This design comes from an exercise in tuning for small area on the open sky130 flow, not from production work. Where RTL was checked, it was by simulation tests only, not by an equivalence proof against the original. Function not checked in runs 1, 2 and 4 to 6: the RTL went through the layout flow alone. Power figures rest on the tool's default switching activity, not on a simulated workload.

File: run.sh
#!/bin/bash
# synth_recipe.tcl (not shown) runs the flow's synth.tcl, then flattens the netlist and writes it again
# the make line also repeats each setting of config.mk as NAME=value (left out here)
make -C /OpenROAD-flow-scripts/flow DESIGN_CONFIG=/design/flow/config.mk WORK_HOME=/design/flow/orfs CLKGATE_MAP_FILE= SYNTH_SCRIPT=/design/flow/synth_recipe.tcl finish
File: design.v
`default_nettype none
package motion_pkg;
    localparam int FRAME_WIDTH  = 320;
    localparam int FRAME_HEIGHT = 240;
    localparam int P1_RED_MIN = 11;
    localparam int P1_GB_MAX  = 2;
    localparam int P2_WHITE_MIN = 13;
    localparam int DIV_CYCLES = 24;
    localparam int DIV_CNT_W  = $clog2(DIV_CYCLES);
    localparam int WINDOW_UPDATES = 8;
    localparam int WIN_CNT_W      = $clog2(WINDOW_UPDATES);
    localparam int PUNCH_DX_MIN = 'h40;
    localparam int PUNCH_DY_MAX = 'h30;
    localparam int KICK_DY_MIN  = 'h40;
    localparam int KICK_DX_MAX  = 'h30;
    localparam logic [1:0] DIV_IDLE = 2'd0;
    localparam logic [1:0] DIV_RUN  = 2'd1;
    localparam logic [1:0] DIV_DONE = 2'd2;
endpackage
`default_nettype wire
`timescale 1ns/1ps
`default_nettype none
module motion_tracker_top (
    input  wire logic        clk_65mhz,
    input  wire logic        reset_8frame_delta_values,
    input  wire logic [29:0] pixel,
    input  wire logic        frame_end,
    output logic             gesture_valid,
    output logic [1:0]       p1_gesture,
    output logic [1:0]       p2_gesture,
    output logic [27:0]      p1_motion,
    output logic [27:0]      p2_motion
);
    function automatic logic [24:0] radd24(input logic [23:0] a, input logic [23:0] b,
                                           input logic ci);
        logic [24:0] r;
        logic        c;
        c = ci;
        for (int i = 0; i < 24; i++) begin
            r[i] = a[i] ^ b[i] ^ c;
            c    = (a[i] & b[i]) | (a[i] & c) | (b[i] & c);
        end
        r[24] = c;
        radd24 = r;
    endfunction
    wire rst = reset_8frame_delta_values;
    wire fe  = frame_end;
    wire [3:0] pr = pixel[11:8];
    wire [3:0] pg = pixel[7:4];
    wire [3:0] pb = pixel[3:0];
    wire       take = pixel[29] & ~fe & ~rst;
    wire       is1  = take & (pr > 4'd11) & (pg < 4'd2) & (pb < 4'd2);
    wire       is2  = take & (pr > 4'd13) & (pg > 4'd13) & (pb > 4'd13);
    wire [8:0] mx   = 9'd319 - pixel[28:20];
    wire [7:0] my   = pixel[19:12];
    wire       clr  = rst | fe;
    logic [15:0] n1, n2;
    logic [23:0] sx1, sy1, sx2, sy2;
    always_ff @(posedge clk_65mhz) begin
        n1  <= 16'(radd24({8'd0, n1 & {16{~clr}}}, 24'd0, is1));
        n2  <= 16'(radd24({8'd0, n2 & {16{~clr}}}, 24'd0, is2));
        sx1 <= 24'(radd24(sx1 & {24{~clr}}, {15'd0, mx & {9{is1}}}, 1'b0));
        sy1 <= 24'(radd24(sy1 & {24{~clr}}, {16'd0, my & {8{is1}}}, 1'b0));
        sx2 <= 24'(radd24(sx2 & {24{~clr}}, {15'd0, mx & {9{is2}}}, 1'b0));
        sy2 <= 24'(radd24(sy2 & {24{~clr}}, {16'd0, my & {8{is2}}}, 1'b0));
    end
    logic [95:0] chain;
    logic [15:0] d1, d2;
    logic [15:0] rem;
    logic [8:0]  quo;
    logic [6:0]  k;         
    always_ff @(posedge clk_65mhz) begin
        chain <= ({chain[94:0], 1'b0} & {96{~rst}}) | ({sx1, sy1, sx2, sy2} & {96{fe}});
        if (fe) begin
            d1 <= n1;
            d2 <= n2;
        end
    end
    wire        first = (k == 7'd1) | (k == 7'd25) | (k == 7'd49) | (k == 7'd73);
    wire [15:0] den   = (k >= 7'd49) ? d2 : d1;
    wire [16:0] trial = {first ? 16'd0 : rem, chain[95]};
    wire [24:0] dsum  = radd24({7'd0, trial}, {8'hff, ~den}, 1'b1);
    wire [16:0] diff  = dsum[16:0];
    wire        ge    = dsum[24];
    always_ff @(posedge clk_65mhz) begin
        rem <= ge ? diff[15:0] : trial[15:0];
        quo <= {quo[7:0], ge};
        if (rst)
            k <= '0;
        else if (fe)
            k <= 7'd1;
        else if (k == 7'd97)
            k <= '0;
        else if (k != 7'd0)
            k <= k + 7'd1;
    end
    logic [2:0] wcnt;       
    logic [8:0] lr [4];     
    logic [9:0] sr [4];     
    logic [3:0] hr;         
    logic       gv;
    logic [9:0] ox1, ox2;
    logic [8:0] oy1, oy2;
    wire       proc     = (k == 7'd25) | (k == 7'd49) | (k == 7'd73) | (k == 7'd97);
    wire       pres     = (k >= 7'd73) ? (d2 != 16'd0) : (d1 != 16'd0);
    wire       win_end  = (wcnt == 3'd0);
    wire       win_first = (wcnt == 3'd1);
    wire       h        = hr[0];
    wire [8:0] newl     = pres ? quo : lr[0];
    wire [24:0] dvs     = radd24({15'd0, newl}, {15'h7fff, ~sr[0][8:0]}, 1'b1);
    wire [9:0] dv       = {~dvs[24], dvs[8:0]};
    wire [24:0] lts     = radd24({15'd0, quo}, {15'h7fff, ~lr[0]}, 1'b1);
    wire       lt       = ~lts[24];
    wire [24:0] mgs     = radd24({15'd0, dv[8:0] ^ {9{dv[9]}}}, 24'd0, dv[9]);
    wire [8:0] mag      = mgs[8:0];
    wire       neg      = dv[9] | ((dv == 10'd0) & pres & lt);
    wire [9:0] res      = h ? {neg, mag} : 10'd0;
    wire [9:0] stv      = !h ? {1'b0, quo} : (win_first ? {1'b0, lr[0]} : sr[0]);
    wire [9:0] snew     = win_end ? res : stv;
    wire       out_ld   = (k == 7'd97) & win_end;
    always_ff @(posedge clk_65mhz) begin
        if (rst)
            wcnt <= '0;
        else if (fe)
            wcnt <= wcnt + 3'd1;
        if (proc) begin
            lr[0] <= lr[1];
            lr[1] <= lr[2];
            lr[2] <= lr[3];
            lr[3] <= newl;
            sr[0] <= sr[1];
            sr[1] <= sr[2];
            sr[2] <= sr[3];
            sr[3] <= snew;
        end
        if (rst)
            hr <= '0;
        else if (proc)
            hr <= {h | pres, hr[3:1]};
        gv <= out_ld & ~rst;
        if (rst) begin
            ox1 <= '0;
            oy1 <= '0;
            ox2 <= '0;
            oy2 <= '0;
        end else if (out_ld) begin
            ox1 <= sr[1];
            oy1 <= {sr[2][9], sr[2][7:0]};
            ox2 <= sr[3];
            oy2 <= {snew[9], snew[7:0]};
        end
    end
    function automatic logic [1:0] classify(input logic [8:0] mx_, input logic [7:0] my_);
        logic [1:0] g;
        g[1] = (mx_ > 9'h40) && (my_ < 8'h30);
        g[0] = (my_ > 8'h40) && (mx_ < 9'h30);
        classify = g;
    endfunction
    assign gesture_valid = gv;
    assign p1_motion     = {ox1[9], 4'd0, ox1[8:0], oy1[8], 5'd0, oy1[7:0]};
    assign p2_motion     = {ox2[9], 4'd0, ox2[8:0], oy2[8], 5'd0, oy2[7:0]};
    assign p1_gesture    = classify(ox1[8:0], oy1[7:0]);
    assign p2_gesture    = classify(ox2[8:0], oy2[7:0]);
endmodule
`default_nettype wire
File: config.mk
export PLATFORM = sky130hd
export DESIGN_NAME = motion_tracker_top
export DESIGN_NICKNAME = motion_tracker_top
export VERILOG_FILES = /design/flow/design.v
export SDC_FILE = /design/flow/constraint.sdc
export NUM_CORES = 4
export LEC_CHECK = 0
export CAP_MARGIN = 20
export CORE_MARGIN = 2
export CORE_UTILIZATION = 40
export CTS_BUF_LIST = sky130_fd_sc_hd__clkbuf_4
export SLEW_MARGIN = 20
File: constraint.sdc
create_clock -name core_clock -period 7.0 [get_ports {clk_65mhz}]
set_input_delay 1.4000 -clock core_clock [delete_from_list [all_inputs] [get_ports {clk_65mhz}]]
set_output_delay 1.4000 -clock core_clock [all_outputs]
set_load 0.01 [all_outputs]
==> results of run 1 <==
[metal layers]
| metal | wire (um) | GRT usage (%) | vias up |
|---|---|---|---|
| met3 | 1360 | 3.80 | 46 |
| met4 | 562 | 5.85 | 0 |
| met1 | 14900 | 19.6 | 5106 |
| met5 | 0 | 0 | - |
| met2 | 14800 | 24.6 | 187 |
| li1 | - | - | 5453 |
[flip-flops by register name, indices dropped and copies added (netlist names), 7 cells and up]
signal / flops
chain: 96
d1: 16
d2: 16
k: 7
lr: 36
n1: 16
n2: 16
ox1: 10
ox2: 10
oy1: 9
oy2: 9
quo: 9
rem: 16
sr: 40
sx1: 24
sx2: 24
sy1: 24
sy2: 24
[metrics by stage]
| stage | util, % | setup TNS [ns] | hold WS (ns) |
|---|---|---|---|
| 2_1_floorplan | - | -6.89 | 0.351 |
| 3_3_place_gp | 46.8 | -20.36 | 0.369 |
| 3_5_place_dp | 46.8 | -20.69 | 0.371 |
| 4_1_cts | 50.6 | -6.51 | 0.355 |
| 5_1_grt | 50.8 | -10.14 | 0.380 |
| 6_report | 50.8 | -6.39 | 0.367 |
[layout make-up]
class,instances,area [um^2]
Clock buffer,169,1270
Fill cell,3684,20200
Tap cell,532,666
Clock inverter,30,179
Sequential cell,410,9290
Inverter,140,528
Multi-Input combinational cell,912,7580
Timing Repair Buffer,145,1320
Antenna cell,2,5.00
[worst paths after layout]
kind | from | end | slack [ns] | cells after the start
worst max register to register | k[0] | rem[5] | -0.42 | 27
worst min register to register | quo[1] | quo[2] | 0.37 | 0
worst min-delay path | quo[1] | quo[2] | 0.37 | 0
worst max-delay path | k[0] | rem[5] | -0.42 | 27
[what timing repair did]
action / 4_1_cts / 5_1_grt
setup buffers: 4 / 1
endpoints found under the setup margin: 22 / 28
cloned: 1 / 0
gates resized for setup: 19 / 16
hold buffers: 0 / 0
pin swaps: 4 / 14
[power by group through the flow]
stage,Sequential (W),Combinational (W),Clock (W)
after global placement,0.00263,0.000731,0
final,0.00258,0.000846,0.00213
after floorplan,0.00261,0.000545,0
after global routing,0.00259,0.000953,0.00236
after CTS,0.00258,0.000811,0.00222
after detailed placement,0.00263,0.000747,0
[cell families (layout without fill, tap and decap cells)]
| group | Yosys count | in the layout | share of synthesized area (%) |
|---|---|---|---|
| AOI/OAI and AO/OA | 207 | 207 | 7.14 |
| DFF | 410 | 410 | 55.5 |
| and+or+nand+nor | 468 | 468 | 13.6 |
| other | 1 | 20 | 0.0224 |
| xor gates and xnor gates | 26 | 26 | 1.36 |
| buffers and inverters | 233 | 484 | 5.82 |
| adders and majority gates | 163 | 163 | 14.6 |
| muxes | 30 | 30 | 1.96 |
[worst max-delay path, cell delays in order (launching register included)]
cell and delay [ns]:
sky130_fd_sc_hd__dfxtp_2 0.34, sky130_fd_sc_hd__buf_6 0.12, sky130_fd_sc_hd__nor4_4 0.33, sky130_fd_sc_hd__a21oi_2 0.09, sky130_fd_sc_hd__nor2_2 0.19, sky130_fd_sc_hd__mux2_4 0.34
sky130_fd_sc_hd__ha_4 0.16, sky130_fd_sc_hd__inv_2 0.04, sky130_fd_sc_hd__fa_2 0.18, sky130_fd_sc_hd__inv_2 0.04, sky130_fd_sc_hd__fa_2 0.33, sky130_fd_sc_hd__fa_2 0.34
sky130_fd_sc_hd__fa_2 0.34, sky130_fd_sc_hd__fa_2 0.35, sky130_fd_sc_hd__fa_2 0.35, sky130_fd_sc_hd__fa_2 0.35, sky130_fd_sc_hd__fa_2 0.36, sky130_fd_sc_hd__fa_2 0.35
sky130_fd_sc_hd__fa_2 0.35, sky130_fd_sc_hd__fa_2 0.35, sky130_fd_sc_hd__fa_2 0.34, sky130_fd_sc_hd__fa_2 0.35, sky130_fd_sc_hd__fa_2 0.36, sky130_fd_sc_hd__fa_2 0.41
sky130_fd_sc_hd__nand2b_4 0.13, sky130_fd_sc_hd__buf_12 0.15, sky130_fd_sc_hd__nor2_1 0.06, sky130_fd_sc_hd__a211oi_2 0.19
[placed cells by master, fill, tap and decap left out, drive strengths merged, types with 3 or more instances in the layout]
| cell | n |
|---|---|
| nand2b | 11 |
| xor2 | 5 |
| and2 | 136 |
| o31ai | 3 |
| nand4 | 6 |
| clkinv | 25 |
| nor2 | 54 |
| buf | 75 |
| nand3b | 3 |
| nand2 | 211 |
| dfxtp | 302 |
| mux2 | 22 |
| mux2i | 8 |
| fa | 53 |
| edfxtp | 108 |
| ha | 109 |
| clkbuf | 169 |
| nor4 | 12 |
| nand3 | 14 |
| o211ai | 16 |
| conb | 18 |
| nor2b | 4 |
| a21oi | 44 |
| a2111oi | 4 |
| clkdlybuf4s50 | 70 |
| inv | 143 |
| or4 | 6 |
| o21ai | 113 |
| a211oi | 14 |
| or3 | 3 |
| xnor2 | 21 |
==> flow_summary.toml, run 1 <==
[critical_path]
startpoint_type = "flop"
setup.worst_path.end_class = "flop"
path_max_fanout = 14
critical_path_class = "flop to flop"
worstPathArrival_ns = 8.07
worst_ep_required_time_ns = 7.66

[synthesis]
synth_top_flop_cell = "sky130_fd_sc_hd__dfxtp_1"
syn_inst = 1538
ys_seq_area_share_pct = 55.5
yosysWarningCount = 3
post_synth.cell_area_avg_um2 = 10.9
synth_top_area_share_pct = 36.1
asyncSetResetFlopFracSynth_pct = 0
cell_area_after_technology_mapping_mm2 = 0.0167
ys_seq_elements = 410
synth_enable_flop_cells = 108
synth_common_cells = "sky130_fd_sc_hd__dfxtp_1 (302), sky130_fd_sc_hd__nand2_1 (211), sky130_fd_sc_hd__inv_1 (140)"
post-synth-top-area-cell = "sky130_fd_sc_hd__dfxtp_1"
synth_cell_type_count = 54
synthMostInstantiatedCell = "sky130_fd_sc_hd__dfxtp_1"
synth.top_cells.by_area = "sky130_fd_sc_hd__dfxtp_1 (36%), sky130_fd_sc_hd__edfxtp_1 (19%), sky130_fd_sc_hd__ha_1 (8.2%), sky130_fd_sc_hd__fa_1 (6.3%), sky130_fd_sc_hd__and2_1 (5.1%)"

[place]
post-place-cells = 2133
final_weighted_congestion_of_routability_driven_global_placement = 0.782
pre_cts_ws_ns = -0.882
hpwl_um = 20600
portBuffers = 72
post_dp_cell_area_mm2 = 0.0192

[grt]
track_usage_pct = 15.2
first_global_vias = 11242
antenna_found_initial = 2
grt_first_pass_wirelength_um = 54300
grt_max_degree = 82
grt-ovfl-total = 0

[cells_and_area]
final_area_mm2 = 0.0208
layout-area-overhead-vs-synth_pct = 24.6
nets = 1911
post_route_cells_drive_above_1_share_pct = 24.0
stdcell_count = 2340

[routing]
drc = 0
routed_wire_length_per_instance_um = 13.5
viasPerCell = 4.61
detail_route.wirelength_um = 31700
drt-pass1-iter-count = 5
drt-initial-drc-count = 535
route.vias.total = 10792
antenna_violating_nets_post_route = 0

[clock_network]
numCtsBuffers = 107
cts_max_path_buffers = 3
clock_slew_at_reported_path_ffs_ns = 0.07
clock_tree_from_tritoncts = "yes"
cts_root_buf = "sky130_fd_sc_hd__clkbuf_4"
numClockSinks = 410
htree_num_levels = 3
clock_latency_late_sink_ns = 0.79

[sta]
clock.fmax_mhz = 135
clock-skew-final_ns = 0.0629
period_minus_slack_ns = 7.42
postLayoutSetupSlackWorst_ns = -0.416
period_share_pct = 106
worst-slew-pin-transition_ns = 1.03
setup-violations-final = 17
timing_max_transition_violations_final = 0
setup_repair_after_global_routing_missed_its_margin = "yes"
relSlewSlack_pct = 31.4
finalHoldViolCount = 0

[outcome]
failed_checks = "negative setup slack"
run_status = "finished with violations"

[floorplan]
top_level_ports = 94
core_region_area_mm2 = 0.0410
num_rows = 74
starting_density_of_the_core_pct = 40.8
dieArea_mm2 = 0.0435
die_w_um = 208
floorplan.die.height_um = 208

[power_and_ir_drop]
power_leakage_nw = 8.03
ir_drop_uv = 130
share_comb_of_total_power_pct = 15.2
clock_power_share_pct = 38.3
switchingPower_w = 0.00145
switch_share_pct = 26.1
power_report.internal_total_w = 0.00411
powerDensity_mw_per_mm2 = 267
totalPowerFinal_w = 0.00556
power.sequential.fraction_pct = 46.5

[job]
drv_cap = 0

[hold_path]
worst_hold_path_type = "flop to flop"
==> run 2, diff against run 1 <==
--- a/config.mk
+++ b/config.mk
@@ -9,4 +9,5 @@
 export CORE_MARGIN = 2
 export CORE_UTILIZATION = 40
-export CTS_BUF_LIST = sky130_fd_sc_hd__clkbuf_4
+export CTS_BUF_LIST = sky130_fd_sc_hd__clkbuf_2 sky130_fd_sc_hd__clkbuf_4 sky130_fd_sc_hd__clkbuf_8
+export CTS_CLUSTER_SIZE = 30
 export SLEW_MARGIN = 20
==> run 2 against run 1 <==
Against the previous run:
- the layout still fails its checks (negative setup slack)
- design area hardly changed
- critical path depth unchanged
- final cell count shrank 3.5%
- global-route usage down 0.17 points
- worst setup slack gained 0.0043 ns
- area after synthesis did not move
- combinational power grew 3.5%
==> flow_summary.toml, run 2 <==
[outcome]
run_status = "finished with violations"
failed_checks = "negative setup slack"

[sta]
clock.fmax_mhz = 135
period_minus_slack_ns = 7.41
postLayoutSetupSlackWorst_ns = -0.412
finalHoldViolCount = 0
relSlewSlack_pct = 31.9
timing_max_transition_violations_final = 0
setup-violations-final = 17
hold_slack_ns = 0.385
setup_repair_after_global_routing_missed_its_margin = "yes"
clock-skew-final_ns = 0.0216
worst-slew-pin-transition_ns = 1.02
tns_ns = -5.91
period_share_pct = 106

[job]
drv_cap = 0

[power_and_ir_drop]
power.sequential.fraction_pct = 46.4
switchingPower_w = 0.00142
power_leakage_nw = 7.96
share_comb_of_total_power_pct = 15.7
powerDensity_mw_per_mm2 = 268
power_report.internal_total_w = 0.00415
clock_power_share_pct = 37.9
ir_drop_uv = 126
switch_share_pct = 25.5

[synthesis]
ys_seq_area_share_pct = 55.5
synth_cell_type_count = 54
cell_area_after_technology_mapping_mm2 = 0.0167
asyncSetResetFlopFracSynth_pct = 0
synth_top_flop_cell = "sky130_fd_sc_hd__dfxtp_1"
ys_seq_elements = 410
syn_inst = 1538
post_synth.cell_area_avg_um2 = 10.9
yosysWarningCount = 3
synthMostInstantiatedCell = "sky130_fd_sc_hd__dfxtp_1"
post-synth-top-area-cell = "sky130_fd_sc_hd__dfxtp_1"
synth_common_cells = "sky130_fd_sc_hd__dfxtp_1 (302), sky130_fd_sc_hd__nand2_1 (211), sky130_fd_sc_hd__inv_1 (140)"
synth_top_area_share_pct = 36.1
synth_enable_flop_cells = 108
synth.top_cells.by_area = "sky130_fd_sc_hd__dfxtp_1 (36%), sky130_fd_sc_hd__edfxtp_1 (19%), sky130_fd_sc_hd__ha_1 (8.2%), sky130_fd_sc_hd__fa_1 (6.3%), sky130_fd_sc_hd__and2_1 (5.1%)"

[routing]
route.vias.total = 10563
detail_route.wirelength_um = 31600
drc = 0
antenna_violating_nets_post_route = 0
drt-pass1-iter-count = 5
drt-initial-drc-count = 559
viasPerCell = 4.68
routed_wire_length_per_instance_um = 14.0

[grt]
antenna_found_initial = 0
grt_max_degree = 82
first_global_vias = 10891
track_usage_pct = 15.0
grt-ovfl-total = 0
grt_first_pass_wirelength_um = 53800

[critical_path]
critical_path.most_common_cell = "sky130_fd_sc_hd__fa_2"
worstPathArrival_ns = 7.84
setup.worst_path.end_class = "flop"
path_max_fanout = 5
worst_ep_required_time_ns = 7.43
critical_path_class = "flop to flop"
startpoint_type = "flop"
critical-path-max-stage-delay_ns = 0.41
cpMaxStageDelayCell = "sky130_fd_sc_hd__fa_2"

[clock_network]
cts_root_buf = "sky130_fd_sc_hd__clkbuf_8"
clock_latency_late_sink_ns = 0.59
htree_num_levels = 3
numCtsBuffers = 70
cts_max_path_buffers = 3
numClockSinks = 410
cts_hold_buf = 0
clock_slew_at_reported_path_ffs_ns = 0.06
clock_tree_from_tritoncts = "yes"

[floorplan]
die_w_um = 208
starting_density_of_the_core_pct = 40.8
top_level_ports = 94
dieArea_mm2 = 0.0435
floorplan.die.height_um = 208
num_rows = 74
core_region_area_mm2 = 0.0410

[cells_and_area]
nets = 1875
layout-area-overhead-vs-synth_pct = 24.6
biggestRegsByFlops = "chain (96), sr (40), lr (36)"
final_area_mm2 = 0.0208
diodes = 0
nFillCells = 3638
most_frequent_standard_cell_in_the_layout_excluding_fill_and_tap_cells = "sky130_fd_sc_hd__dfxtp_1"
post_route_cells_drive_above_1_share_pct = 22.2
layout.cells.most_common_list = "sky130_fd_sc_hd__dfxtp_1 (300), sky130_fd_sc_hd__nand2_1 (211), sky130_fd_sc_hd__and2_1 (132)"
largest_register = "chain"
largest_reg_flops = 96

[place]
hpwl_um = 20600
post_dp_cell_area_mm2 = 0.0192
final_weighted_congestion_of_routability_driven_global_placement = 0.782
portBuffers = 72
pre_cts_ws_ns = -0.882

[hold_path]
worst_hold_path_type = "flop to flop"
==> run 2: stage by stage <==
step	total power (W)	utilization [%]	instances
2_1_floorplan	0.00316	-	1555
3_3_place_gp	0.00336	46.8	2133
3_5_place_dp	0.00338	46.8	2133
4_1_cts	0.00563	50.6	2256
5_1_grt	0.00588	50.8	2259
6_report	0.00558	50.8	2259
==> run 2: path summary, 6_finish.rpt <==
check	startpoint	slack [ns]	to	cells past startpoint
worst max-delay path	k[0]	-0.41	rem[1]	27
worst min register to register	quo[6]	0.38	quo[7]	0
worst max register to register	k[0]	-0.41	rem[1]	27
worst min-delay path	quo[6]	0.38	quo[7]	0
==> run 2: critical path: cells and delay by family (launching register included) <==
family                   cells  cell delay, ns
buffers and inverters        4            0.32
multiplexers                 2            0.53
AND/OR/NAND/NOR              4            0.69
AO/OA/AOI/OAI                1            0.09
flip-flops                   1            0.34
adder cells (fa/ha/maj)     16            5.29
==> run 2: layer usage <==
metal / vias up / GRT usage (%) / routed length [um]
met1: 5037 / 20.0 / 15100
met2: 155 / 24.2 / 14600
met5: - / 0 / 0
met3: 62 / 3.06 / 1180
li1: 5309 / - / -
met4: 0 / 5.81 / 758
==> run 2: layout make-up <==
class / instances / area [um^2] / share of cell area (%)
clock inverters: 14 / 104 / 0.498
clock buffers: 105 / 1270 / 6.09
multi-input cells: 912 / 7630 / 36.6
flip-flops and latches: 410 / 9290 / 44.6
well taps: 532 / 666 / 3.19
inverters: 140 / 533 / 2.56
repair buffers: 146 / 1340 / 6.44
==> run 2: what timing repair did <==
action,4_1_cts,5_1_grt
setup endpoints to repair,32,28
endpoints found under the hold margin,0,0
pin swaps,23,52
setup buffers,3,4
resized for setup,29,40
cloned,1,1
==> run 2: cell families after synthesis <==
kind of cell | after synthesis | synth area share (%)
other cells | 1 | 0.0224
mux | 30 | 1.96
xor+xnor | 26 | 1.36
compound gates | 207 | 7.14
flops | 410 | 55.5
simple gates | 468 | 13.6
fa+ha+maj | 163 | 14.6
buf+inv | 233 | 5.82
==> run 2: power by group through the flow <==
| stage | logic, W | registers (W) | clock network (W) |
|---|---|---|---|
| final | 0.000876 | 0.00259 | 0.00212 |
| after global routing | 0.000984 | 0.00260 | 0.00230 |
| after CTS | 0.000843 | 0.00258 | 0.00220 |
| after detailed placement | 0.000747 | 0.00263 | 0 |
| after global placement | 0.000731 | 0.00263 | 0 |
| after floorplan | 0.000545 | 0.00261 | 0 |
==> run 3, diff against run 2 <==
--- a/design.v
+++ b/design.v
@@ -32,16 +32,4 @@
     output logic [27:0]      p2_motion
 );
-    function automatic logic [24:0] radd24(input logic [23:0] a, input logic [23:0] b,
-                                           input logic ci);
-        logic [24:0] r;
-        logic        c;
-        c = ci;
-        for (int i = 0; i < 24; i++) begin
-            r[i] = a[i] ^ b[i] ^ c;
-            c    = (a[i] & b[i]) | (a[i] & c) | (b[i] & c);
-        end
-        r[24] = c;
-        radd24 = r;
-    endfunction
     wire rst = reset_8frame_delta_values;
     wire fe  = frame_end;
@@ -58,10 +46,10 @@
     logic [23:0] sx1, sy1, sx2, sy2;
     always_ff @(posedge clk_65mhz) begin
-        n1  <= 16'(radd24({8'd0, n1 & {16{~clr}}}, 24'd0, is1));
-        n2  <= 16'(radd24({8'd0, n2 & {16{~clr}}}, 24'd0, is2));
-        sx1 <= 24'(radd24(sx1 & {24{~clr}}, {15'd0, mx & {9{is1}}}, 1'b0));
-        sy1 <= 24'(radd24(sy1 & {24{~clr}}, {16'd0, my & {8{is1}}}, 1'b0));
-        sx2 <= 24'(radd24(sx2 & {24{~clr}}, {15'd0, mx & {9{is2}}}, 1'b0));
-        sy2 <= 24'(radd24(sy2 & {24{~clr}}, {16'd0, my & {8{is2}}}, 1'b0));
+        n1  <= (clr ? 16'd0 : n1) + {15'd0, is1};
+        n2  <= (clr ? 16'd0 : n2) + {15'd0, is2};
+        sx1 <= (clr ? 24'd0 : sx1) + {15'd0, is1 ? mx : 9'd0};
+        sy1 <= (clr ? 24'd0 : sy1) + {16'd0, is1 ? my : 8'd0};
+        sx2 <= (clr ? 24'd0 : sx2) + {15'd0, is2 ? mx : 9'd0};
+        sy2 <= (clr ? 24'd0 : sy2) + {16'd0, is2 ? my : 8'd0};
     end
     logic [95:0] chain;
@@ -80,7 +68,6 @@
     wire [15:0] den   = (k >= 7'd49) ? d2 : d1;
     wire [16:0] trial = {first ? 16'd0 : rem, chain[95]};
-    wire [24:0] dsum  = radd24({7'd0, trial}, {8'hff, ~den}, 1'b1);
-    wire [16:0] diff  = dsum[16:0];
-    wire        ge    = dsum[24];
+    wire [17:0] diff  = {1'b0, trial} - {2'b0, den};
+    wire        ge    = ~diff[17];
     always_ff @(posedge clk_65mhz) begin
         rem <= ge ? diff[15:0] : trial[15:0];
@@ -108,10 +95,7 @@
     wire       h        = hr[0];
     wire [8:0] newl     = pres ? quo : lr[0];
-    wire [24:0] dvs     = radd24({15'd0, newl}, {15'h7fff, ~sr[0][8:0]}, 1'b1);
-    wire [9:0] dv       = {~dvs[24], dvs[8:0]};
-    wire [24:0] lts     = radd24({15'd0, quo}, {15'h7fff, ~lr[0]}, 1'b1);
-    wire       lt       = ~lts[24];
-    wire [24:0] mgs     = radd24({15'd0, dv[8:0] ^ {9{dv[9]}}}, 24'd0, dv[9]);
-    wire [8:0] mag      = mgs[8:0];
+    wire [9:0] dv       = {1'b0, newl} - {1'b0, sr[0][8:0]};
+    wire       lt       = quo < lr[0];
+    wire [8:0] mag      = dv[9] ? 9'(-dv[8:0]) : dv[8:0];
     wire       neg      = dv[9] | ((dv == 10'd0) & pres & lt);
     wire [9:0] res      = h ? {neg, mag} : 10'd0;
--- a/config.mk
+++ b/config.mk
@@ -9,5 +9,3 @@
 export CORE_MARGIN = 2
 export CORE_UTILIZATION = 40
-export CTS_BUF_LIST = sky130_fd_sc_hd__clkbuf_2 sky130_fd_sc_hd__clkbuf_4 sky130_fd_sc_hd__clkbuf_8
-export CTS_CLUSTER_SIZE = 30
 export SLEW_MARGIN = 20
==> run 3 against run 2 <==
Against the previous run:
- largest power group unchanged
- highest routed layer unchanged
- die area increased by 11%
- combinational power is 34% higher
- critical endpoint is now sy1[18]
- the run now finishes clean
- area after synthesis rose by 11%
- sequential power about the same
==> flow_summary.toml, run 3 <==
[clock_network]
clock_latency_late_sink_ns = 0.57
htree_num_levels = 2
clock_tree_from_tritoncts = "yes"
buffers_inserted_during_post_cts_setup_optimization = 0
numCtsBuffers = 43
post_cts.resized_instances = 0
numClockSinks = 410
cts_hold_buf = 0
cts_root_buf = "sky130_fd_sc_hd__clkbuf_16"
clock_slew_at_reported_path_ffs_ns = 0.06
cts_max_path_buffers = 3

[critical_path]
critical-path-top-delay-family = "simple AND/OR/NAND/NOR gates"
worstPathArrival_ns = 5.43
cell_depth_of_the_worst_flop_to_flop_path = 16
critical_path_cell_count = 15
critical_path.most_common_cell = "sky130_fd_sc_hd__or4_1"
critical_path.cell_chain = "clkdlybuf4s50_1 > or4_1 > or4_1 > inv_2 > and2_1 > ha_1 > inv_1 > fa_1 > nor2b_1 > o21ai_1 > a21boi_1 > o21ai_1 > o2bb2ai_1 > or4_1 > a21oi_1"
startpoint_type = "primary input"
critical_path_class = "primary input to flop"
sum_of_buffers_and_inverters_on_the_critical_path = 3
path_max_fanout = 12
critical-path-max-stage-delay_ns = 0.55
setup.worst_path.end_class = "flop"
worst_ep_required_time_ns = 7.47
cpMaxStageDelayCell = "sky130_fd_sc_hd__or4_1"

[grt]
first_global_vias = 12875
track_usage_pct = 15.7
grt_max_degree = 87
grt-ovfl-total = 0
antenna_found_initial = 0
grt_first_pass_wirelength_um = 62500

[synthesis]
ys_seq_elements = 410
yosysWarningCount = 3
ys_seq_area_share_pct = 50.0
synth_top_flop_cell = "sky130_fd_sc_hd__dfxtp_1"
synth.top_cells.by_area = "sky130_fd_sc_hd__dfxtp_1 (33%), sky130_fd_sc_hd__edfxtp_1 (17%), sky130_fd_sc_hd__ha_1 (5.4%), sky130_fd_sc_hd__nand2_1 (4.9%), sky130_fd_sc_hd__o21ai_0 (4.1%)"
synth_cell_type_count = 85
syn_inst = 1954
synth_enable_flop_cells = 108
synth_top_area_share_pct = 32.6
synth_common_cells = "sky130_fd_sc_hd__dfxtp_1 (302), sky130_fd_sc_hd__nand2_1 (244), sky130_fd_sc_hd__inv_1 (162)"
synthMostInstantiatedCell = "sky130_fd_sc_hd__dfxtp_1"
post_synth.cell_area_avg_um2 = 9.50
asyncSetResetFlopFracSynth_pct = 0
post-synth-top-area-cell = "sky130_fd_sc_hd__dfxtp_1"
cell_area_after_technology_mapping_mm2 = 0.0186

[cells_and_area]
fraction_of_the_core_area_covered_by_cells_at_the_end_of_the_flow_pct = 46.4
largest_reg_flops = 96
layout.cells.most_common_list = "sky130_fd_sc_hd__dfxtp_1 (302), sky130_fd_sc_hd__nand2_1 (244), sky130_fd_sc_hd__inv_1 (162)"
most_frequent_standard_cell_in_the_layout_excluding_fill_and_tap_cells = "sky130_fd_sc_hd__dfxtp_1"
diodes = 0
largest_register = "chain"
layout-area-overhead-vs-synth_pct = 13.9
biggestRegsByFlops = "chain (96), sr (40), lr (36)"
post_route_cells_drive_above_1_share_pct = 6.76
nets = 2125
nFillCells = 4247

[sta]
relSlewSlack_pct = 32.3
clock-skew-final_ns = 0.0218
period_minus_slack_ns = 4.96
hold_slack_ns = 0.397
finalHoldViolCount = 0
tns_ns = 0
period_share_pct = 70.8
setup_repair_after_global_routing_missed_its_margin = "no"
setup-violations-final = 0
clock.fmax_mhz = 202
timing_max_transition_violations_final = 0
worst-slew-pin-transition_ns = 1.02

[routing]
viasPerCell = 4.98
antenna_violating_nets_post_route = 0
routed_wire_length_per_instance_um = 14.1
detail_route.wirelength_um = 37300
drc = 0
route.vias.total = 13152
drt-pass1-iter-count = 4
drt-initial-drc-count = 583

[floorplan]
die_w_um = 219
top_level_ports = 94
num_rows = 78
starting_density_of_the_core_pct = 40.7
core_region_area_mm2 = 0.0456
dieArea_mm2 = 0.0482
floorplan.die.height_um = 219

[power_and_ir_drop]
power_leakage_nw = 8.06
powerDensity_mw_per_mm2 = 286
ir_drop_uv = 163

[place]
portBuffers = 72
hpwl_um = 25500
final_weighted_congestion_of_routability_driven_global_placement = 0.838

[hold_path]
worst_hold_path_type = "flop to flop"
min_delay_path_depth = 0

[job]
drv_cap = 0

[outcome]
run_status = "no timing/DRC/antenna violations"
-- run 3: worst paths after layout --
kind | slack [ns] | endpoint | startpoint
worst max-delay path | 2.04 | sy1[18] | pixel[6]
worst min-delay path | 0.40 | quo[3] | quo[2]
worst max register to register | 2.81 | sr[3][9] | k[1]
worst min register to register | 0.40 | quo[3] | quo[2]
-- run 3: through the flow --
step / worst slack (ns) / power [W] / instances / instance area [um^2]
finish: 2.04 / 0.00604 / 2641 / 21200
global route: 1.75 / 0.00635 / 2641 / 21200
CTS: 2.04 / 0.00611 / 2641 / 21200
detailed placement: 1.47 / 0.00378 / 2561 / 19700
global placement: 1.50 / 0.00376 / 2561 / 19700
floorplan: 2.29 / 0.00357 / 1971 / 18600
-- run 3: logic make-up (layout without fill, tap and decap cells) --
| kind of cell | Yosys count | count (layout) | synth area share [%] |
|---|---|---|---|
| multiplexers | 44 | 44 | 2.55 |
| other | 1 | 18 | 0.0202 |
| adder cells (fa/ha/maj) | 86 | 86 | 6.04 |
| AO/OA/AOI/OAI | 372 | 372 | 12.2 |
| XOR/XNOR | 127 | 127 | 5.99 |
| buffers and inverters | 257 | 327 | 5.97 |
| AND/OR/NAND/NOR | 657 | 657 | 17.2 |
| flip-flops | 410 | 410 | 50.0 |
-- run 3: final cells by class --
type                    instances  area [um^2]  area share (%)
inverters                     163          612            2.89
well taps                     600          751            3.55
multi-input cells            1304         8250            39.0
flip-flops and latches        410         9290            43.9
repair buffers                 84          806            3.81
clock inverters                23          248            1.17
clock buffers                  57         1200            5.67
-- run 3: report_power, final --
group / internal [W] / leakage [nW] / switching [W]
logic: 0.000518 / 3.89 / 0.000648
registers: 0.00252 / 3.47 / 0.0000473
clock network: 0.00136 / 0.699 / 0.000945
-- run 3: worst register-to-register path, stage by stage, from the launching register on --
cell and delay [ns]:
sky130_fd_sc_hd__dfxtp_1 0.36, sky130_fd_sc_hd__inv_1 0.09, sky130_fd_sc_hd__ha_1 0.20, sky130_fd_sc_hd__nor4_1 0.33, sky130_fd_sc_hd__o21ai_0 0.20, sky130_fd_sc_hd__mux2i_1 0.17, sky130_fd_sc_hd__buf_4 0.23, sky130_fd_sc_hd__mux2i_1 0.33
sky130_fd_sc_hd__ha_1 0.25, sky130_fd_sc_hd__fa_1 0.23, sky130_fd_sc_hd__and2b_1 0.21, sky130_fd_sc_hd__o21bai_1 0.21, sky130_fd_sc_hd__nand3b_1 0.13, sky130_fd_sc_hd__xnor2_1 0.32, sky130_fd_sc_hd__and3_1 0.23, sky130_fd_sc_hd__nand4_1 0.11
sky130_fd_sc_hd__o21ai_0 0.29
-- run 3: metal layers --
layer,vias to the layer above,GRT usage [%],wire length (um)
met5,-,0,0
met4,0,5.83,1000
met3,68,2.49,1150
met2,147,25.8,17100
met1,6228,20.9,18100
li1,6709,-,-
==> run 4, diff against run 3 <==
--- a/design.v
+++ b/design.v
@@ -32,4 +32,16 @@
     output logic [27:0]      p2_motion
 );
+    function automatic logic [24:0] radd24(input logic [23:0] a, input logic [23:0] b,
+                                           input logic ci);
+        logic [24:0] r;
+        logic        c;
+        c = ci;
+        for (int i = 0; i < 24; i++) begin
+            r[i] = a[i] ^ b[i] ^ c;
+            c    = (a[i] & b[i]) | (a[i] & c) | (b[i] & c);
+        end
+        r[24] = c;
+        radd24 = r;
+    endfunction
     wire rst = reset_8frame_delta_values;
     wire fe  = frame_end;
@@ -45,11 +57,28 @@
     logic [15:0] n1, n2;
     logic [23:0] sx1, sy1, sx2, sy2;
+    logic        cx1, cy1, cx2, cy2;
+    wire [24:0] ax1 = radd24({15'd0, sx1[8:0]}, {15'd0, mx & {9{is1}}}, 1'b0);
+    wire [24:0] ay1 = radd24({16'd0, sy1[7:0]}, {16'd0, my & {8{is1}}}, 1'b0);
+    wire [24:0] ax2 = radd24({15'd0, sx2[8:0]}, {15'd0, mx & {9{is2}}}, 1'b0);
+    wire [24:0] ay2 = radd24({16'd0, sy2[7:0]}, {16'd0, my & {8{is2}}}, 1'b0);
+    wire [24:0] hx1 = radd24({9'd0, sx1[23:9]}, 24'd0, cx1);
+    wire [24:0] hy1 = radd24({8'd0, sy1[23:8]}, 24'd0, cy1);
+    wire [24:0] hx2 = radd24({9'd0, sx2[23:9]}, 24'd0, cx2);
+    wire [24:0] hy2 = radd24({8'd0, sy2[23:8]}, 24'd0, cy2);
+    wire [23:0] fx1 = {hx1[14:0], sx1[8:0]};
+    wire [23:0] fy1 = {hy1[15:0], sy1[7:0]};
+    wire [23:0] fx2 = {hx2[14:0], sx2[8:0]};
+    wire [23:0] fy2 = {hy2[15:0], sy2[7:0]};
     always_ff @(posedge clk_65mhz) begin
-        n1  <= (clr ? 16'd0 : n1) + {15'd0, is1};
-        n2  <= (clr ? 16'd0 : n2) + {15'd0, is2};
-        sx1 <= (clr ? 24'd0 : sx1) + {15'd0, is1 ? mx : 9'd0};
-        sy1 <= (clr ? 24'd0 : sy1) + {16'd0, is1 ? my : 8'd0};
-        sx2 <= (clr ? 24'd0 : sx2) + {15'd0, is2 ? mx : 9'd0};
-        sy2 <= (clr ? 24'd0 : sy2) + {16'd0, is2 ? my : 8'd0};
+        n1  <= 16'(radd24({8'd0, n1 & {16{~clr}}}, 24'd0, is1));
+        n2  <= 16'(radd24({8'd0, n2 & {16{~clr}}}, 24'd0, is2));
+        sx1 <= {hx1[14:0], ax1[8:0]} & {24{~clr}};
+        sy1 <= {hy1[15:0], ay1[7:0]} & {24{~clr}};
+        sx2 <= {hx2[14:0], ax2[8:0]} & {24{~clr}};
+        sy2 <= {hy2[15:0], ay2[7:0]} & {24{~clr}};
+        cx1 <= ax1[9] & ~clr;
+        cy1 <= ay1[8] & ~clr;
+        cx2 <= ax2[9] & ~clr;
+        cy2 <= ay2[8] & ~clr;
     end
     logic [95:0] chain;
@@ -58,6 +87,7 @@
     logic [8:0]  quo;
     logic [6:0]  k;         
+    logic [2:0]  wcnt;      
     always_ff @(posedge clk_65mhz) begin
-        chain <= ({chain[94:0], 1'b0} & {96{~rst}}) | ({sx1, sy1, sx2, sy2} & {96{fe}});
+        chain <= ({chain[94:0], 1'b0} & {96{~rst}}) | ({fx1, fy1, fx2, fy2} & {96{fe}});
         if (fe) begin
             d1 <= n1;
@@ -65,9 +95,18 @@
         end
     end
-    wire        first = (k == 7'd1) | (k == 7'd25) | (k == 7'd49) | (k == 7'd73);
-    wire [15:0] den   = (k >= 7'd49) ? d2 : d1;
+    logic first;            
+    logic den2;             
+    logic proc;             
+    logic pres;             
+    logic out_ld;           
+    wire [15:0] den   = den2 ? d2 : d1;
     wire [16:0] trial = {first ? 16'd0 : rem, chain[95]};
-    wire [17:0] diff  = {1'b0, trial} - {2'b0, den};
-    wire        ge    = ~diff[17];
+    wire [24:0] dlo   = radd24({15'd0, trial[8:0]}, {15'h7fff, ~den[8:0]}, 1'b1);
+    wire [24:0] dh0   = radd24({16'd0, trial[16:9]}, {16'hffff, 1'b1, ~den[15:9]}, 1'b0);
+    wire [24:0] dh1   = radd24({16'd0, trial[16:9]}, {16'hffff, 1'b1, ~den[15:9]}, 1'b1);
+    wire        c9    = dlo[24];
+    wire [7:0]  dhi   = c9 ? dh1[7:0] : dh0[7:0];
+    wire        ge    = c9 ? dh1[24] : dh0[24];
+    wire [16:0] diff  = {dhi, dlo[8:0]};
     always_ff @(posedge clk_65mhz) begin
         rem <= ge ? diff[15:0] : trial[15:0];
@@ -81,6 +120,10 @@
         else if (k != 7'd0)
             k <= k + 7'd1;
+        first  <= fe | (k == 7'd24) | (k == 7'd48) | (k == 7'd72);
+        den2   <= ~fe & (k >= 7'd48);
+        proc   <= ~rst & ~fe & ((k == 7'd24) | (k == 7'd48) | (k == 7'd72) | (k == 7'd96));
+        pres   <= (k >= 7'd72) ? (d2 != 16'd0) : (d1 != 16'd0);
+        out_ld <= ~rst & ~fe & (k == 7'd96) & (wcnt == 3'd0);
     end
-    logic [2:0] wcnt;       
     logic [8:0] lr [4];     
     logic [9:0] sr [4];     
@@ -89,18 +132,18 @@
     logic [9:0] ox1, ox2;
     logic [8:0] oy1, oy2;
-    wire       proc     = (k == 7'd25) | (k == 7'd49) | (k == 7'd73) | (k == 7'd97);
-    wire       pres     = (k >= 7'd73) ? (d2 != 16'd0) : (d1 != 16'd0);
     wire       win_end  = (wcnt == 3'd0);
     wire       win_first = (wcnt == 3'd1);
     wire       h        = hr[0];
     wire [8:0] newl     = pres ? quo : lr[0];
-    wire [9:0] dv       = {1'b0, newl} - {1'b0, sr[0][8:0]};
-    wire       lt       = quo < lr[0];
-    wire [8:0] mag      = dv[9] ? 9'(-dv[8:0]) : dv[8:0];
+    wire [24:0] dvs     = radd24({15'd0, newl}, {15'h7fff, ~sr[0][8:0]}, 1'b1);
+    wire [9:0] dv       = {~dvs[24], dvs[8:0]};
+    wire [24:0] lts     = radd24({15'd0, quo}, {15'h7fff, ~lr[0]}, 1'b1);
+    wire       lt       = ~lts[24];
+    wire [24:0] mgs     = radd24({15'd0, dv[8:0] ^ {9{dv[9]}}}, 24'd0, dv[9]);
+    wire [8:0] mag      = mgs[8:0];
     wire       neg      = dv[9] | ((dv == 10'd0) & pres & lt);
     wire [9:0] res      = h ? {neg, mag} : 10'd0;
     wire [9:0] stv      = !h ? {1'b0, quo} : (win_first ? {1'b0, lr[0]} : sr[0]);
     wire [9:0] snew     = win_end ? res : stv;
-    wire       out_ld   = (k == 7'd97) & win_end;
     always_ff @(posedge clk_65mhz) begin
         if (rst)
==> run 4 against run 3 <==
Against the previous run:
- worst setup slack got worse by 1.4 ns
- global-route usage is 1.6 points lower
- clock power about the same
- routed wire length down 19%
- critical endpoint is now oy2[7]
- clock skew down 0.0021 ns
- sequential share of layout area rose by 4.2 points
- count of clock-buffer cells in the layout rose by 7
- combinational power fell by 38%
- non-clock buffer count unchanged
- final cell count down 18%
- hold slack lost 0.012 ns
- still clean
==> flow_summary.toml, run 4 <==
[synthesis]
yosysWarningCount = 3
ys_seq_area_share_pct = 55.6
synth_enable_flop_cells = 108
syn_inst = 1520
post_synth.cell_area_avg_um2 = 11.2
cell_area_after_technology_mapping_mm2 = 0.0170
synth_top_area_share_pct = 36.5
ys_seq_elements = 419
post-synth-top-area-cell = "sky130_fd_sc_hd__dfxtp_1"
synth_cell_type_count = 59
asyncSetResetFlopFracSynth_pct = 0
synth_common_cells = "sky130_fd_sc_hd__dfxtp_1 (311), sky130_fd_sc_hd__inv_1 (162), sky130_fd_sc_hd__nand2_1 (120)"
synth_top_flop_cell = "sky130_fd_sc_hd__dfxtp_1"
synthMostInstantiatedCell = "sky130_fd_sc_hd__dfxtp_1"
synth.top_cells.by_area = "sky130_fd_sc_hd__dfxtp_1 (37%), sky130_fd_sc_hd__edfxtp_1 (19%), sky130_fd_sc_hd__ha_1 (8.6%), sky130_fd_sc_hd__fa_1 (5.4%), sky130_fd_sc_hd__and2_1 (3.8%)"

[critical_path]
critical_path_class = "flop to flop"
worst_ep_required_time_ns = 7.47
worstPathArrival_ns = 6.84
setup.worst_path.end_class = "flop"
critical_path.cell_chain = "mux2i_1 > ha_1 > inv_1 > fa_1 > fa_1 > fa_1 > fa_1 > fa_1 > fa_1 > fa_1 > fa_1 > xnor2_1 > ha_1 > ha_1 > ha_1 > ha_1 > ha_1 > ha_1 > ha_1 > a21oi_1 > mux2_2 > a211oi_1"
ff2ff_setup_slack_ns = 0.63
critical-path-max-stage-delay_ns = 0.45
startpoint_type = "flop"
critPathLaunch = "pres"
r2r-end = "oy2[7]"
r2r_start = "pres"
cpMaxStageDelayCell = "sky130_fd_sc_hd__dfxtp_1"
path_max_fanout = 6
cell_depth_of_the_worst_flop_to_flop_path = 22

[grt]
globalRouteMet1Util_pct = 17.6
top_usage_layer = "met2"
track_usage_pct = 14.1
antenna_found_initial = 0
globalRouteMet2Util_pct = 24.4
grt_first_pass_wirelength_um = 50700
grt-ovfl-total = 0
routing_usage_on_met3_pct = 2.31
first_global_vias = 10431
grt_max_degree = 104

[sta]
setup-violations-final = 0
worst-slew-pin-transition_ns = 1.06
period_minus_slack_ns = 6.37
clock.fmax_mhz = 157
tns_ns = 0
finalHoldViolCount = 0
clock-skew-final_ns = 0.0197
timing_max_transition_violations_final = 0
period_share_pct = 91.0
setup_repair_after_global_routing_missed_its_margin = "no"
postLayoutSetupSlackWorst_ns = 0.627
relSlewSlack_pct = 29.6

[cells_and_area]
final_area_mm2 = 0.0197
largest_register = "chain"
layout.cells.most_common_list = "sky130_fd_sc_hd__dfxtp_1 (309), sky130_fd_sc_hd__inv_1 (161), sky130_fd_sc_hd__nand2_1 (120)"
largest_reg_flops = 96
layout-area-overhead-vs-synth_pct = 15.5
most_frequent_standard_cell_in_the_layout_excluding_fill_and_tap_cells = "sky130_fd_sc_hd__dfxtp_1"
biggestRegsByFlops = "chain (96), sr (40), lr (36)"
diodes = 0
post_route_cells_drive_above_1_share_pct = 7.54
nets = 1780
fraction_of_the_core_area_covered_by_cells_at_the_end_of_the_flow_pct = 46.9

[routing]
route.vias.total = 10189
detail_route.wirelength_um = 30300
viasPerCell = 4.72
routed_wire_length_per_instance_um = 14.1
drt-pass1-iter-count = 4
drt-initial-drc-count = 618
antenna_violating_nets_post_route = 0
drc = 0

[power_and_ir_drop]
ir_drop_uv = 165
power_leakage_nw = 7.67
totalPowerFinal_w = 0.00567
powerDensity_mw_per_mm2 = 288

[clock_network]
clock_latency_late_sink_ns = 0.56
cts_hold_buf = 0
cts_max_path_buffers = 3
clock_slew_at_reported_path_ffs_ns = 0.06
post_cts.resized_instances = 0
buffers_inserted_during_post_cts_setup_optimization = 0
cts_root_buf = "sky130_fd_sc_hd__clkbuf_16"
numCtsBuffers = 45
numClockSinks = 419
clock_tree_from_tritoncts = "yes"
htree_num_levels = 2

[outcome]
run_status = "no timing/DRC/antenna violations"

[floorplan]
die_w_um = 210
core_region_area_mm2 = 0.0419
top_level_ports = 94
floorplan.die.height_um = 210
starting_density_of_the_core_pct = 40.6
num_rows = 75
dieArea_mm2 = 0.0443

[place]
hpwl_um = 20200
final_weighted_congestion_of_routability_driven_global_placement = 0.774
portBuffers = 72
post_dp_cell_area_mm2 = 0.0182
pre_cts_ws_ns = 0.628

[job]
drv_cap = 0

[hold_path]
min_delay_path_depth = 0
hold_path_startpoint = "quo[0]"
hold-path-endpoint = "quo[1]"
worst_hold_path_type = "flop to flop"
[run 4: kinds of logic (layout without fill, tap and decap cells)]
family	after synthesis	count (layout)	share of synthesized area (%)
multiplexers	83	83	5.15
AO/OA/AOI/OAI	154	154	5.38
buffers and inverters	247	329	5.95
XOR/XNOR	30	30	1.54
AND/OR/NAND/NOR	419	419	12.1
other	1	18	0.0220
flip-flops	419	419	55.6
adder cells (fa/ha/maj)	167	167	14.2
[run 4: worst max-delay path, delay by kind of cell (launching register included)]
kind / cells / cell delay [ns]
adder cells (fa/ha/maj): 16 / 4.80
multiplexers: 2 / 0.56
flip-flops: 1 / 0.45
AO/OA/AOI/OAI: 2 / 0.28
XOR/XNOR: 1 / 0.15
buffers and inverters: 1 / 0.05
[run 4: report_power, final]
| part | internal, W | total (W) | switching [W] |
|---|---|---|---|
| clock | 0.00140 | 0.00233 | 0.000937 |
| combinational | 0.000330 | 0.000722 | 0.000391 |
| sequential | 0.00257 | 0.00262 | 0.0000485 |
[run 4: how the worst max path moves through the flow]
stage / end / slack (ns)
6_report: oy2[7] / 0.63
2_1_floorplan: oy2[7] / 0.56
3_5_place_dp: sx1[8] / 0.63
4_1_cts: oy2[7] / 0.63
3_3_place_gp: sx1[8] / 0.69
5_1_grt: oy2[7] / 0.34
[run 4: area by class of cell]
| type | count | area (um^2) |
|---|---|---|
| fillers | 3780 | 22300 |
| well taps | 539 | 674 |
| repair buffers | 84 | 806 |
| multi-input cells | 871 | 6640 |
| inverters | 163 | 612 |
| clock inverters | 18 | 180 |
| flip-flops and latches | 419 | 9470 |
| clock buffers | 64 | 1290 |
[run 4: per-layer routing]
metal	vias to the layer above	wire length, um
met1	4912	14000
met4	0	872
li1	5097	-
met2	121	14600
met5	-	0
met3	59	897
[run 4: per-stage QoR]
step,hold WS [ns],cells
after floorplan,0.359,1537
after global placement,0.373,2076
after detailed placement,0.382,2076
after CTS,0.390,2158
after global routing,0.401,2158
final,0.385,2158
==> run 5, diff against run 4 <==
--- a/config.mk
+++ b/config.mk
@@ -9,3 +9,5 @@
 export CORE_MARGIN = 2
 export CORE_UTILIZATION = 40
+export CTS_CLUSTER_DIAMETER = 60
+export CTS_CLUSTER_SIZE = 40
 export SLEW_MARGIN = 20
==> run 5 against run 4 <==
Against the previous run:
- non-clock buffer count is the same
- count of clock-buffer cells in the layout shrank 33
- largest power group unchanged
- area after synthesis is the same
- largest cell class unchanged
- combinational power is essentially flat
- sequential cell count is the same
- first-iteration DRC count shrank 4.2%
- sequential share of layout area grew 0.95 points
- highest routed layer unchanged
- design area shrank 1.9%
- still clean
==> flow_summary.toml, run 5 <==
[synthesis]
combinational_family_with_the_most_area_after_synthesis = "adder cells"
synth.top_cells.by_area = "sky130_fd_sc_hd__dfxtp_1 (37%), sky130_fd_sc_hd__edfxtp_1 (19%), sky130_fd_sc_hd__ha_1 (8.6%), sky130_fd_sc_hd__fa_1 (5.4%), sky130_fd_sc_hd__and2_1 (3.8%)"
syn_inst = 1520
post-synth-top-area-cell = "sky130_fd_sc_hd__dfxtp_1"
post_synth.cell_area_avg_um2 = 11.2
synth.area.mux_share_pct = 5.15
synthMostInstantiatedCell = "sky130_fd_sc_hd__dfxtp_1"
synthSimpleGateAreaFrac_pct = 12.1
synth_top_flop_cell = "sky130_fd_sc_hd__dfxtp_1"
asyncSetResetFlopFracSynth_pct = 0
synth_top_area_share_pct = 36.5
cell_area_after_technology_mapping_mm2 = 0.0170
ys_seq_elements = 419
synth_cell_type_count = 59
synth-compound-area-share_pct = 5.38
post_synthesis_xor_xnor_area_fraction_pct = 1.54
synth_adder_area_share_pct = 14.2
synth_common_cells = "sky130_fd_sc_hd__dfxtp_1 (311), sky130_fd_sc_hd__inv_1 (162), sky130_fd_sc_hd__nand2_1 (120)"
ys_seq_area_share_pct = 55.6
yosysWarningCount = 3
synth_enable_flop_cells = 108

[floorplan]
num_rows = 75
dieArea_mm2 = 0.0443
starting_density_of_the_core_pct = 40.6
die_w_um = 210
floorplan.die.height_um = 210
top_level_ports = 94
core_region_area_mm2 = 0.0419

[critical_path]
path_max_fanout = 6
startpoint_type = "flop"
setup.worst_path.end_class = "flop"
worstPathArrival_ns = 6.89
critical_path_class = "flop to flop"
critical-path-top-delay-family = "adder cells"
r2r_start = "pres"
critPathLaunch = "pres"
critical_path.cell_chain = "mux2i_1 > ha_1 > inv_1 > fa_1 > fa_1 > fa_1 > fa_1 > fa_1 > fa_1 > fa_1 > fa_1 > xnor2_1 > ha_1 > ha_1 > ha_1 > ha_1 > ha_1 > ha_1 > ha_1 > a21oi_1 > mux2_2 > a211oi_1"
sum_of_buffers_and_inverters_on_the_critical_path = 1
critical-path-max-stage-delay_ns = 0.46
cpMaxStageDelayCell = "sky130_fd_sc_hd__dfxtp_1"
worst_ep_required_time_ns = 7.51

[cells_and_area]
layout.cells.most_common_list = "sky130_fd_sc_hd__dfxtp_1 (309), sky130_fd_sc_hd__inv_1 (161), sky130_fd_sc_hd__nand2_1 (120)"
nFillCells = 3827
biggestRegsByFlops = "chain (96), sr (40), lr (36)"
layout-area-overhead-vs-synth_pct = 13.3
diodes = 0
largest_register = "chain"
largest_reg_flops = 96
post_route_cells_drive_above_1_share_pct = 6.79
most_frequent_standard_cell_in_the_layout_excluding_fill_and_tap_cells = "sky130_fd_sc_hd__dfxtp_1"
nets = 1764

[clock_network]
cts_hold_buf = 0
clock_tree_from_tritoncts = "yes"
buffers_inserted_during_post_cts_setup_optimization = 0
cts_max_path_buffers = 3
clock_slew_at_reported_path_ffs_ns = 0.09
numCtsBuffers = 29
clock_latency_late_sink_ns = 0.60
htree_num_levels = 1
post_cts.resized_instances = 0
cts_root_buf = "sky130_fd_sc_hd__clkbuf_16"
numClockSinks = 419

[grt]
grt-ovfl-total = 0
track_usage_pct = 13.6
antenna_found_initial = 0
grt_max_degree = 104
grt_first_pass_wirelength_um = 49600
first_global_vias = 10075

[hold_path]
hold_path_startpoint = "quo[2]"
worst_hold_path_type = "flop to flop"

[sta]
postLayoutSetupSlackWorst_ns = 0.622
tns_ns = 0
setup_repair_after_global_routing_missed_its_margin = "no"
finalHoldViolCount = 0
clock-skew-final_ns = 0.0150
setup-violations-final = 0
period_share_pct = 91.1
period_minus_slack_ns = 6.38
timing_max_transition_violations_final = 0
relSlewSlack_pct = 28.7
worst-slew-pin-transition_ns = 1.07
clock.fmax_mhz = 157

[routing]
viasPerCell = 4.72
route.vias.total = 10055
detail_route.wirelength_um = 29700
antenna_violating_nets_post_route = 0
drt-initial-drc-count = 592
drc = 0
drt-pass1-iter-count = 4
routed_wire_length_per_instance_um = 13.9

[power_and_ir_drop]
ir_drop_uv = 189
power_leakage_nw = 7.46
powerDensity_mw_per_mm2 = 270

[place]
pre_cts_ws_ns = 0.628
final_weighted_congestion_of_routability_driven_global_placement = 0.774
hpwl_um = 20200
portBuffers = 72

[job]
drv_cap = 0

[outcome]
run_status = "no timing/DRC/antenna violations"
-- run 5: metal layers --
metal  vias up  share of wire [%]  track usage (%)
li1       5053                  -                -
met1      4852                 46             17.6
met2       103                 48             23.9
met3        47                2.9             2.13
met4         0                2.4             3.57
met5         -                  0                0
-- run 5: power by group --
| part | total, W | switching, W | internal, W |
|---|---|---|---|
| Clock | 0.00187 | 0.000975 | 0.000899 |
| Sequential | 0.00261 | 0.0000483 | 0.00256 |
| Combinational | 0.000721 | 0.000391 | 0.000330 |
| Total | 0.00521 | 0.00141 | 0.00379 |
-- run 5: cell type report --
class / instances / area [um^2] / share of cell area [%]
flip-flops and latches: 419 / 9470 / 49.1
well taps: 539 / 674 / 3.49
clock buffers: 31 / 754 / 3.91
multi-input cells: 871 / 6640 / 34.4
repair buffers: 84 / 806 / 4.18
clock inverters: 23 / 337 / 1.74
inverters: 163 / 612 / 3.17
-- run 5: kinds of logic (layout without fill, tap and decap cells) --
family,Yosys count,after routing
mux,83,83
flops,419,419
xor+xnor,30,30
fa+ha+maj,167,167
compound gates,154,154
simple gates,419,419
buf+inv,247,301
other cells,1,18
-- run 5: final timing paths --
path / slack (ns) / end / cells after the start
worst max-delay path: 0.62 / oy2[7] / 22
worst max register to register: 0.62 / oy2[7] / 22
worst min register to register: 0.40 / quo[3] / 0
worst min-delay path: 0.40 / quo[3] / 0
-- run 5: through the flow --
stage                     hold WS [ns]  util (%)  instances  instance area, um^2  power (W)
final                            0.397      46.0       2130                19300    0.00521
after floorplan                  0.359         -       1537                17100    0.00322
after CTS                        0.393      46.0       2130                19300    0.00529
after detailed placement         0.382      43.4       2076                18200    0.00339
after global routing             0.411      46.0       2130                19300    0.00546
after global placement           0.373      43.4       2076                18200    0.00337
==> run 6, diff against run 5 <==
--- a/config.mk
+++ b/config.mk
@@ -9,5 +9,5 @@
 export CORE_MARGIN = 2
 export CORE_UTILIZATION = 40
-export CTS_CLUSTER_DIAMETER = 60
-export CTS_CLUSTER_SIZE = 40
+export CTS_CLUSTER_DIAMETER = 80
+export CTS_CLUSTER_SIZE = 30
 export SLEW_MARGIN = 20
==> run 6 against run 5 <==
Against the previous run:
- sequential cell count did not move
- clock power fell by 26%
- utilization fell by 1.0 points
- clock skew rose by 0.031 ns
- critical path type unchanged
- critical endpoint unchanged
- largest cell class unchanged
==> flow_summary.toml, run 6 <==
[outcome]
run_status = "no timing/DRC/antenna violations"

[power_and_ir_drop]
clock_power_share_pct = 29.4
power_leakage_nw = 7.26
switch_share_pct = 26.3
ir_drop_uv = 149
totalPowerFinal_w = 0.00473
share_comb_of_total_power_pct = 15.3
power_report.internal_total_w = 0.00348
power.sequential.fraction_pct = 55.3
switchingPower_w = 0.00124
powerDensity_mw_per_mm2 = 250

[cells_and_area]
layout.cells.most_common_list = "sky130_fd_sc_hd__dfxtp_1 (309), sky130_fd_sc_hd__inv_1 (161), sky130_fd_sc_hd__nand2_1 (120)"
largest_reg_flops = 96
largest_register = "chain"
nets = 1755
diodes = 0
layout-area-overhead-vs-synth_pct = 10.8
biggestRegsByFlops = "chain (96), sr (40), lr (36)"
fraction_of_the_core_area_covered_by_cells_at_the_end_of_the_flow_pct = 45.0
most_frequent_standard_cell_in_the_layout_excluding_fill_and_tap_cells = "sky130_fd_sc_hd__dfxtp_1"
post_route_cells_drive_above_1_share_pct = 5.53
nFillCells = 3871

[sta]
postLayoutSetupSlackWorst_ns = 0.615
period_minus_slack_ns = 6.38
relSlewSlack_pct = 28.8
setup_repair_after_global_routing_missed_its_margin = "no"
tns_ns = 0
worst-slew-pin-transition_ns = 1.07
setup-violations-final = 0
period_share_pct = 91.2
clock-skew-final_ns = 0.0463
finalHoldViolCount = 0
timing_max_transition_violations_final = 0
hold_slack_ns = 0.379
clock.fmax_mhz = 157

[critical_path]
cell_depth_of_the_worst_flop_to_flop_path = 22
critPathLaunch = "pres"
startpoint_type = "flop"
r2r-end = "oy2[7]"
path_max_fanout = 6
ff2ff_setup_slack_ns = 0.62
worst_ep_required_time_ns = 7.45
crit_end = "oy2[7]"
setup.worst_path.end_class = "flop"
r2r_start = "pres"
critical_path_class = "flop to flop"
worstPathArrival_ns = 6.83

[clock_network]
cts_max_path_buffers = 3
clock_tree_from_tritoncts = "yes"
post_cts.resized_instances = 0
buffers_inserted_during_post_cts_setup_optimization = 0
htree_num_levels = 1
clock_slew_at_reported_path_ffs_ns = 0.11
cts_hold_buf = 0
cts_root_buf = "sky130_fd_sc_hd__clkbuf_16"
numCtsBuffers = 20
numClockSinks = 419
clock_latency_late_sink_ns = 0.56

[floorplan]
top_level_ports = 94
core_region_area_mm2 = 0.0419
floorplan.die.height_um = 210
dieArea_mm2 = 0.0443
die_w_um = 210
starting_density_of_the_core_pct = 40.6
num_rows = 75

[place]
portBuffers = 72
pre_cts_ws_ns = 0.628
hpwl_um = 20200
final_weighted_congestion_of_routability_driven_global_placement = 0.774

[synthesis]
synthMostInstantiatedCell = "sky130_fd_sc_hd__dfxtp_1"
ys_seq_elements = 419
synth_top_area_share_pct = 36.5
synth_cell_type_count = 59
ys_seq_area_share_pct = 55.6
asyncSetResetFlopFracSynth_pct = 0
cell_area_after_technology_mapping_mm2 = 0.0170
synth_common_cells = "sky130_fd_sc_hd__dfxtp_1 (311), sky130_fd_sc_hd__inv_1 (162), sky130_fd_sc_hd__nand2_1 (120)"
yosysWarningCount = 3
synth.top_cells.by_area = "sky130_fd_sc_hd__dfxtp_1 (37%), sky130_fd_sc_hd__edfxtp_1 (19%), sky130_fd_sc_hd__ha_1 (8.6%), sky130_fd_sc_hd__fa_1 (5.4%), sky130_fd_sc_hd__and2_1 (3.8%)"
post_synth.cell_area_avg_um2 = 11.2
synth_top_flop_cell = "sky130_fd_sc_hd__dfxtp_1"
synth_enable_flop_cells = 108
post-synth-top-area-cell = "sky130_fd_sc_hd__dfxtp_1"
syn_inst = 1520

[grt]
antenna_found_initial = 0
grt-ovfl-total = 0
grt_first_pass_wirelength_um = 49300
grt_max_degree = 104
first_global_vias = 10027
track_usage_pct = 13.5

[routing]
routed_wire_length_per_instance_um = 13.9
antenna_violating_nets_post_route = 0
route.vias.total = 9945
viasPerCell = 4.71
drc = 0
detail_route.wirelength_um = 29400
drt-initial-drc-count = 628
drt-pass1-iter-count = 4

[hold_path]
worst_hold_path_type = "flop to flop"
hold_path_startpoint = "quo[0]"
min_delay_path_depth = 0

[job]
drv_cap = 0
run 6: changes by cell type in the layout (fill, tap and decap cells not counted), sizes merged:
cell    change
bufinv      -1
clkinv      -6
inv         -6
clkbuf      -6
run 6: worst max-delay path: stages, from the launching register on:
cell and delay, ns:
sky130_fd_sc_hd__dfxtp_1 0.46, sky130_fd_sc_hd__mux2i_1 0.28, sky130_fd_sc_hd__ha_1 0.18, sky130_fd_sc_hd__inv_1 0.05, sky130_fd_sc_hd__fa_1 0.38, sky130_fd_sc_hd__fa_1 0.41, sky130_fd_sc_hd__fa_1 0.41, sky130_fd_sc_hd__fa_1 0.42
sky130_fd_sc_hd__fa_1 0.41, sky130_fd_sc_hd__fa_1 0.39, sky130_fd_sc_hd__fa_1 0.39, sky130_fd_sc_hd__fa_1 0.42, sky130_fd_sc_hd__xnor2_1 0.15, sky130_fd_sc_hd__ha_1 0.21, sky130_fd_sc_hd__ha_1 0.18, sky130_fd_sc_hd__ha_1 0.18
sky130_fd_sc_hd__ha_1 0.18, sky130_fd_sc_hd__ha_1 0.18, sky130_fd_sc_hd__ha_1 0.19, sky130_fd_sc_hd__ha_1 0.27, sky130_fd_sc_hd__a21oi_1 0.05, sky130_fd_sc_hd__mux2_2 0.28, sky130_fd_sc_hd__a211oi_1 0.23
run 6: area by class of cell:
class                   count  area (um^2)  area share (%)
clock buffers              25          539            2.86
clock inverters            10          125           0.663
inverters                 163          612            3.24
multi-input cells         871         6640            35.2
flip-flops and latches    419         9470            50.2
well taps                 539          674            3.57
repair buffers             84          806            4.27
run 6: through the flow:
step	area, um^2	instances
final	18900	2111
after global routing	18900	2111
after CTS	18900	2111
after detailed placement	18200	2076
after global placement	18200	2076
after floorplan	17100	1537
run 6: logic make-up after synthesis:
family	share of synthesized area, %
AO/OA/AOI/OAI	5.38
XOR/XNOR	1.54
adder cells (fa/ha/maj)	14.2
buffers and inverters	5.95
flip-flops	55.6
multiplexers	5.15
other	0.0220
AND/OR/NAND/NOR	12.1
run 6: power groups by stage:
stage               clock network (W)  registers, W  logic (W)
floorplan                           0       0.00265   0.000566
global placement                    0       0.00267   0.000705
detailed placement                  0       0.00267   0.000722
CTS                           0.00144       0.00261   0.000731
global route                  0.00152       0.00263   0.000814
finish                        0.00139       0.00261   0.000722
run 6: worst min-delay path by stage:
stage          endpoint  slack [ns]
3_3_place_gp     quo[2]        0.37
3_5_place_dp     quo[2]        0.38
6_report         quo[1]        0.38
4_1_cts          quo[1]        0.38
5_1_grt          quo[1]        0.38
2_1_floorplan    quo[1]        0.36
run 6: routing by layer:
layer | wire (um) | track usage, %
met2 | 14400 | 23.9
met5 | 0 | 0
met3 | 694 | 1.64
met4 | 566 | 2.87
met1 | 13700 | 17.6

-- afterwards: timing with drivers on the ports --
How much do the figures lean on ideal ports? The routed layouts below were timed once more, with nothing changed but the port constraints. Step 1 (the two cells are an assumption about what drives the block):
set clk [get_ports {clk_65mhz}]
set_driving_cell -lib_cell sky130_fd_sc_hd__clkbuf_16 $clk
set_driving_cell -lib_cell sky130_fd_sc_hd__buf_2 [delete_from_list [all_inputs] $clk]
Step 2, shift: input delay + t, output delay - t, t = (earliest + latest rising clock arrival at the registers) / 2. This alone moves slack from input paths to output paths. Slacks: ideal ports / drivers / drivers and shift; pairs: ideal ports / drivers.
run | t (ns) | setup WS [ns] | worst setup path after step 2 | worst data-port slew with drivers (ns)
run 1 | 0.804 | -0.416 / -0.416 / -0.686 | input to register | 0.06
run 2 | 0.629 | -0.412 / -0.412 / -0.612 | input to register | 0.06
run 3 | 0.611 | 2.043 / 2.074 / 1.463 | input to register | 0.04
run 4 | 0.603 | 0.627 / 0.627 / 0.594 | input to register | 0.05
run 5 | 0.644 | 0.622 / 0.622 / 0.622 | register to register | 0.05
run 6 | 0.589 | 0.615 / 0.615 / 0.615 | register to register | 0.06
The setup slack of run 3, which loses most, moves by +0.031 ns with the drivers and by -0.580 ns with both steps.
